Background: an optimization exercise with open tools, aiming at small area and a short achievable clock period. Do not read the settings as production practice. In this exercise RTL edits were held to simulation tests only and were not proved equivalent to the original. Power and IR drop assume default switching activity.

Design array_multiplier, start of the top module:
module array_multiplier (
	input  logic                     clk,
	input  logic                     reset,
	input  logic                     in_valid,
	input  mult_sizes_pkg::operand_t x,
	input  mult_sizes_pkg::operand_t y,
	output logic                     product_valid,
	output mult_sizes_pkg::product_t product
);
Size: roughly 860 cells after synthesis, ~160 flip-flops, roughly 68 I/O pins, roughly 9800 sq um of cells after synthesis.
export LEC_CHECK = 0
export CAP_MARGIN = 20
export CORE_MARGIN = 2
export CORE_UTILIZATION = 40
export SETUP_SLACK_MARGIN = 3.0
export SLEW_MARGIN = 20
export SYNTH_HIERARCHICAL = 1
create_clock -name core_clock -period 6.0 [get_ports {clk}]
run.sh (not shown) runs the stock make flow with config.mk's settings and CLKGATE_MAP_FILE= SYNTH_SCRIPT=/design/flow/synth_recipe.tcl, a recipe that flattens the netlist after the stock synthesis.
The starting point finished clean.
==> next run, changes <==
==> flow/flow/run.sh (new file) <==
#!/bin/bash
# Layout flow: the standard ORFS flow (standard.sh, unchanged synthesis),
# with smaller port buffers and a clock tree built from clkbuf_8 without
# dummy loads. Each tool's output goes to a log file in this folder.
set -euo pipefail
export BUFFER_PORTS_ARGS="-buffer_cell sky130_fd_sc_hd__buf_1"
export CTS_ARGS="-sink_clustering_enable -repair_clock_nets -buf_list sky130_fd_sc_hd__clkbuf_8 -dont_use_dummy_load"
bash standard.sh finish > flow_make.log 2>&1
==> flow/standard.sh (new file) <==
#!/bin/bash
# synth_recipe.tcl (not shown) runs the flow's synth.tcl, then flattens the netlist and writes it again
# the make line also repeats each setting of config.mk as NAME=value (left out here)
make -C /OpenROAD-flow-scripts/flow DESIGN_CONFIG=/design/flow/config.mk WORK_HOME=/design/flow/orfs CLKGATE_MAP_FILE= SYNTH_SCRIPT=/design/flow/synth_recipe.tcl "${@:-finish}"
SETUP_SLACK_MARGIN = 2.4   (was 3.0)
removed: flow/run.sh
After rerunning: The changed run completed with no timing, DRC or antenna violations. Sequential power stays flat. Final area went down by 11%. Via count is about the same. Core utilization went down by 5.4 points. Fmax went down by 16%. Cell count went down by 1.2%. Global-route usage went down by 0.13 points. Clock-buffer cell count stays the same. Hold slack got worse by 0.0071 ns. Total power went down by 16%.

Another version of the RTL of array_multiplier (not shown whole).
Size in the first run: ~900 cells after synthesis, about 220 flip-flops, ~11,000 um2 of cells after synthesis.
==> flow/config.mk <==
export PLATFORM = sky130hd
export DESIGN_NAME = array_multiplier
export DESIGN_NICKNAME = array_multiplier
export VERILOG_FILES = /design/flow/design.v
export SDC_FILE = /design/flow/constraint.sdc
export NUM_CORES = 4
export LEC_CHECK = 0
export CAP_MARGIN = 20
export CORE_MARGIN = 2
export CORE_UTILIZATION = 40
export SETUP_SLACK_MARGIN = 3.8
export SLEW_MARGIN = 20
export SYNTH_HIERARCHICAL = 1
==> flow/constraint.sdc <==
create_clock -name core_clock -period 6.0 [get_ports {clk}]
set_input_delay 1.2000 -clock core_clock [delete_from_list [all_inputs] [get_ports {clk}]]
set_output_delay 1.2000 -clock core_clock [all_outputs]
set_load 0.01 [all_outputs]
standard.sh (not shown) runs the stock make flow with config.mk's settings and CLKGATE_MAP_FILE= SYNTH_SCRIPT=/design/flow/synth_recipe.tcl, a recipe that flattens the netlist after the stock synthesis.
==> flow/flow/run.sh <==
#!/bin/bash
# Layout flow: the standard ORFS flow (standard.sh, unchanged synthesis),
# with smaller port buffers and a clock tree built from clkbuf_8 without
# dummy loads. Each tool's output goes to a log file in this folder.
set -euo pipefail
export BUFFER_PORTS_ARGS="-buffer_cell sky130_fd_sc_hd__buf_1"
export CTS_ARGS="-sink_clustering_enable -repair_clock_nets -sink_clustering_size 12 -sink_clustering_max_diameter 60 -buf_list sky130_fd_sc_hd__clkbuf_8 -dont_use_dummy_load"
bash standard.sh finish > flow_make.log 2>&1
Then changed:
--- a/flow/config.mk
+++ b/flow/config.mk
@@ -9,5 +9,5 @@
 export CORE_MARGIN = 2
 export CORE_UTILIZATION = 40
-export SETUP_SLACK_MARGIN = 3.8
+export SETUP_SLACK_MARGIN = 3.75
 export SLEW_MARGIN = 20
 export SYNTH_HIERARCHICAL = 1
The changed run ran to the end with no violations.
Combinational power shrinks by about 4%.
Utilization shrinks by 1.9 points.
Worst hold slack improves by 0.0092 ns.
Register-to-register slack degrades by 0.03 ns.
Total power shrinks by about 1.7%.
Cell count shrinks by about 1.8%.
Maximum frequency shrinks by about 1.1%.
Routed wire length shrinks by about 4%.
Sequential share of layout area grows by 1.3 points.
First-iteration DRC count shrinks by about 6%.

Setup of oak:
Another version of the RTL of array_multiplier (not shown whole).
Size in the first run: about 890 cells after synthesis, ~220 flip-flops.
==> flow/config.mk <==
export PLATFORM = sky130hd
export DESIGN_NAME = array_multiplier
export DESIGN_NICKNAME = array_multiplier
export VERILOG_FILES = /design/flow/design.v
export SDC_FILE = /design/flow/constraint.sdc
export NUM_CORES = 4
export LEC_CHECK = 0
export CAP_MARGIN = 20
export CORE_MARGIN = 2
export CORE_UTILIZATION = 55
export PLACE_DENSITY = 0.7
export SETUP_SLACK_MARGIN = 3.72
export SLEW_MARGIN = 20
export SYNTH_HIERARCHICAL = 1
==> flow/constraint.sdc <==
create_clock -name core_clock -period 6.0 [get_ports {clk}]
set_input_delay 1.2000 -clock core_clock [delete_from_list [all_inputs] [get_ports {clk}]]
set_output_delay 1.2000 -clock core_clock [all_outputs]
set_load 0.01 [all_outputs]
==> flow/flow/run.sh <==
#!/bin/bash
# Layout flow: the standard ORFS flow (standard.sh, unchanged synthesis),
# with smaller port buffers and a clock tree built from clkbuf_8 without
# dummy loads. Each tool's output goes to a log file in this folder.
set -euo pipefail
export BUFFER_PORTS_ARGS="-buffer_cell sky130_fd_sc_hd__buf_1"
export CTS_ARGS="-sink_clustering_enable -repair_clock_nets -sink_clustering_size 15 -sink_clustering_max_diameter 80 -buf_list sky130_fd_sc_hd__clkbuf_8 -dont_use_dummy_load"
bash standard.sh finish > flow_make.log 2>&1
Relative to oak, the following input files were edited for pine:
--- a/flow/flow/run.sh
+++ b/flow/flow/run.sh
@@ -7 +7 @@
-export CTS_ARGS="-sink_clustering_enable -repair_clock_nets -sink_clustering_size 15 -sink_clustering_max_diameter 80 -buf_list sky130_fd_sc_hd__clkbuf_8 -dont_use_dummy_load"
+export CTS_ARGS="-sink_clustering_enable -repair_clock_nets -sink_clustering_size 12 -sink_clustering_max_diameter 60 -buf_list sky130_fd_sc_hd__clkbuf_8 -dont_use_dummy_load"
--- a/flow/config.mk
+++ b/flow/config.mk
@@ -12 +12 @@
-export SETUP_SLACK_MARGIN = 3.72
+export SETUP_SLACK_MARGIN = 3.7
pine does worse than oak on clock skew.
~same sequential logic power in pine and oak
Wire length deteriorates in pine relative to oak.
On global-route wire length before repair: pine sits above oak.
Comparing count of buffering cells on the critical path with inverters included for pine and oak, the bigger number came from oak.
Going from oak to pine, final cell count shrank slightly.
pine vs. oak: clock-cell share of area went up by 0.48 points.
For total leakage power, pine and oak come out practically identical.
The met2 usage in pine was higher than what oak gave.
Setup changes, pine to birch
--- a/flow/config.mk
+++ b/flow/config.mk
@@ -10,3 +10,3 @@
-export CORE_UTILIZATION = 55
-export PLACE_DENSITY = 0.7
-export SETUP_SLACK_MARGIN = 3.7
+export CORE_UTILIZATION = 50
+export PLACE_DENSITY = 0.65
+export SETUP_SLACK_MARGIN = 3.72
### Flow results
birch completed end to end with timing, DRC and antenna clean.
Taking pine as the reference, in birch worst hold path stage count barely changed; global-route usage dropped 1.9 points.
Per the comparison of birch with pine, total power of the final layout ~0 delta; switching power total neither gained nor lost much; setup slack higher; wire length of the first global-routing pass +0.49%; highest clock rate comparable.
Modified inputs, maple compared to birch
--- a/flow/config.mk
+++ b/flow/config.mk
@@ -10,3 +10,3 @@
-export CORE_UTILIZATION = 50
-export PLACE_DENSITY = 0.65
-export SETUP_SLACK_MARGIN = 3.72
+export CORE_UTILIZATION = 55
+export PLACE_DENSITY = 0.7
+export SETUP_SLACK_MARGIN = 3.68
Findings:
Diff birch -> maple: number of clock buffers in the layout has increased; fraction of cell area in non-clock buffers has remained practically unchanged; worst hold margin has increased. sky130_fd_sc_hd__dfxtp_2 as the library cell contributing the largest single delay on the critical path was reported by maple, and sky130_fd_sc_hd__fa_1 by birch.

== the baseline ==
array_multiplier with an RTL version that a note above also has.
Size in the first run: roughly 860 cells after synthesis, roughly 160 flip-flops, about 68 I/O pins, roughly 9800 µm² of cells after synthesis.
==> flow/config.mk <==
export PLATFORM = sky130hd
export DESIGN_NAME = array_multiplier
export DESIGN_NICKNAME = array_multiplier
export VERILOG_FILES = /design/flow/design.v
export SDC_FILE = /design/flow/constraint.sdc
export NUM_CORES = 4
export LEC_CHECK = 0
export CAP_MARGIN = 20
export CORE_MARGIN = 2
export CORE_UTILIZATION = 40
export SETUP_SLACK_MARGIN = 2.6
export SLEW_MARGIN = 20
export SYNTH_HIERARCHICAL = 1
==> flow/constraint.sdc <==
create_clock -name core_clock -period 6.0 [get_ports {clk}]
set_input_delay 1.2000 -clock core_clock [delete_from_list [all_inputs] [get_ports {clk}]]
set_output_delay 1.2000 -clock core_clock [all_outputs]
set_load 0.01 [all_outputs]
==> flow/flow/run.sh <==
#!/bin/bash
# Layout flow: the standard ORFS flow (standard.sh, unchanged synthesis),
# with smaller port buffers and a clock tree built from clkbuf_8 without
# dummy loads. Each tool's output goes to a log file in this folder.
set -euo pipefail
export BUFFER_PORTS_ARGS="-buffer_cell sky130_fd_sc_hd__buf_1"
export CTS_ARGS="-sink_clustering_enable -repair_clock_nets -buf_list sky130_fd_sc_hd__clkbuf_8 -dont_use_dummy_load"
bash standard.sh finish > flow_make.log 2>&1
The baseline: no failed stages, no open violations at the end
Here is what was changed in the inputs of the candidate compared with the baseline.
# the baseline
export LEC_CHECK = 0
export CAP_MARGIN = 20
export CORE_MARGIN = 2
export CORE_UTILIZATION = 40
export SETUP_SLACK_MARGIN = 2.6
export SLEW_MARGIN = 20
export SYNTH_HIERARCHICAL = 1
create_clock -name core_clock -period 6.0 [get_ports {clk}]
# the candidate
export LEC_CHECK = 0
export CAP_MARGIN = 20
export CORE_MARGIN = 2
export CORE_UTILIZATION = 40
export SETUP_SLACK_MARGIN = 2.8
export SLEW_MARGIN = 20
export SYNTH_HIERARCHICAL = 1
create_clock -name core_clock -period 6.0 [get_ports {clk}]
### Flow results
Power density relative to cell area, the candidate vs the baseline: down by a few percent
Per the comparison of the candidate with the baseline, buffer share of cell area shrank by 0.79 points; met1 wire length went down 7.5%; via density per instance down about 2%.
Summed instance area of the synthesized netlist essentially unchanged between the candidate and the baseline.
In the flow results for the candidate and the baseline, the routed wire length is smaller on the candidate.
The baseline → the candidate: final period utilization now smaller, achievable clock frequency increased about 4%, maximum number of pins on one net before global-route repair lower.
Instance count along the most critical hold path: the candidate vs the baseline identical
When the candidate is set beside the baseline, its net switching power turns out to be 4.3% smaller.

RTL: one of the versions met above, not the one the previous note started from.
Size: about 890 cells after synthesis, ~220 flip-flops, ~68 I/O pins, ~11000 um^2 of cells after synthesis.
Settings: LEC_CHECK=0, CAP_MARGIN=20, CORE_MARGIN=2, CORE_UTILIZATION=55, PLACE_DENSITY=0.7, SETUP_SLACK_MARGIN=3.74, SLEW_MARGIN=20, SYNTH_HIERARCHICAL=1; clock period 6.0 ns.
==> flow/flow/run.sh <==
#!/bin/bash
# Layout flow: the standard ORFS flow (standard.sh, unchanged synthesis),
# with smaller port buffers and a clock tree built from clkbuf_8 without
# dummy loads. Each tool's output goes to a log file in this folder.
set -euo pipefail
export BUFFER_PORTS_ARGS="-buffer_cell sky130_fd_sc_hd__buf_1"
export CTS_ARGS="-sink_clustering_enable -repair_clock_nets -sink_clustering_size 12 -sink_clustering_max_diameter 60 -buf_list sky130_fd_sc_hd__clkbuf_8 -dont_use_dummy_load"
bash standard.sh finish > flow_make.log 2>&1
==> next run, changes <==
SETUP_SLACK_MARGIN = 3.76   (was 3.74)
Result: Setup slack is about the same. Synthesized cell count does not change. First-iteration DRC count rose by 4.3%.

array_multiplier again, from the RTL that the note above started with.
export LEC_CHECK = 0
export CAP_MARGIN = 20
export CORE_MARGIN = 2
export CORE_UTILIZATION = 55
export PLACE_DENSITY = 0.7
export SETUP_SLACK_MARGIN = 3.72
export SLEW_MARGIN = 20
export SYNTH_HIERARCHICAL = 1
create_clock -name core_clock -period 6.0 [get_ports {clk}]
Scripts as last shown in full above: flow/flow/run.sh
The starting point went through all stages and came out clean.
Then changed:
--- a/flow/config.mk
+++ b/flow/config.mk
@@ -9,4 +9,4 @@
 export CORE_MARGIN = 2
-export CORE_UTILIZATION = 55
-export PLACE_DENSITY = 0.7
+export CORE_UTILIZATION = 60
+export PLACE_DENSITY = 0.75
 export SETUP_SLACK_MARGIN = 3.72
After rerunning: Critical path depth stays the same. Via count came out higher by 3.2%. Global-route usage rose by 1.9 points. Wire length goes up by 3.4%. Power rose by 1.6%. Area after synthesis is unchanged. Setup slack gets worse by 0.048 ns. Sequential share of layout area drops by 0.30 points. Die area is lower by 8.1%. Hold slack loses 0.013 ns.

static timing again, ports no longer ideal:
How much do the figures lean on ideal ports? The routed layouts below were timed once more, with nothing changed but the port constraints.
Step 1, drivers: a clkbuf_16 drives clk and a buf_2 each remaining input, both assumed.
Step 2, shift: input delay + t, output delay - t, t = (earliest + latest rising clock arrival at the registers) / 2. This alone moves slack from input paths to output paths.
Slacks: ideal / step 1 / step 2; pairs: ideal / step 1.
run | t (ns) | setup slack, ns | pins driven straight from the clock port
the first run of note 1 | 0.471 | 3.020 / 3.009 / 2.554 | 1
the second run of note 1 | 0.482 | 2.440 / 2.449 / 1.967 | 1
the first run of note 2 | 0.569 | 3.754 / 3.746 / 3.754 | 1
the second run of note 2 | 0.577 | 3.728 / 3.720 / 3.728 | 1
oak | 0.544 | 3.755 / 3.755 / 3.755 | 1
pine | 0.554 | 3.725 / 3.725 / 3.725 | 1
birch | 0.568 | 3.731 / 3.731 / 3.731 | 1
maple | 0.549 | 3.726 / 3.726 / 3.726 | 1
the baseline | 0.489 | 2.653 / 2.673 / 2.184 | 1
the candidate | 0.471 | 2.782 / 2.802 / 2.331 | 1
the first run of note 5 | 0.561 | 3.739 / 3.739 / 3.739 | 1
the second run of note 5 | 0.576 | 3.739 / 3.739 / 3.739 | 1
the first run of note 6 | 0.556 | 3.744 / 3.744 / 3.744 | 1
the second run of note 6 | 0.561 | 3.696 / 3.696 / 3.696 | 1
After both steps every run listed still meets setup and hold. For the second run of note 1, which loses most, drivers alone change the setup slack by +0.009 ns; drivers and shift together by -0.473 ns.
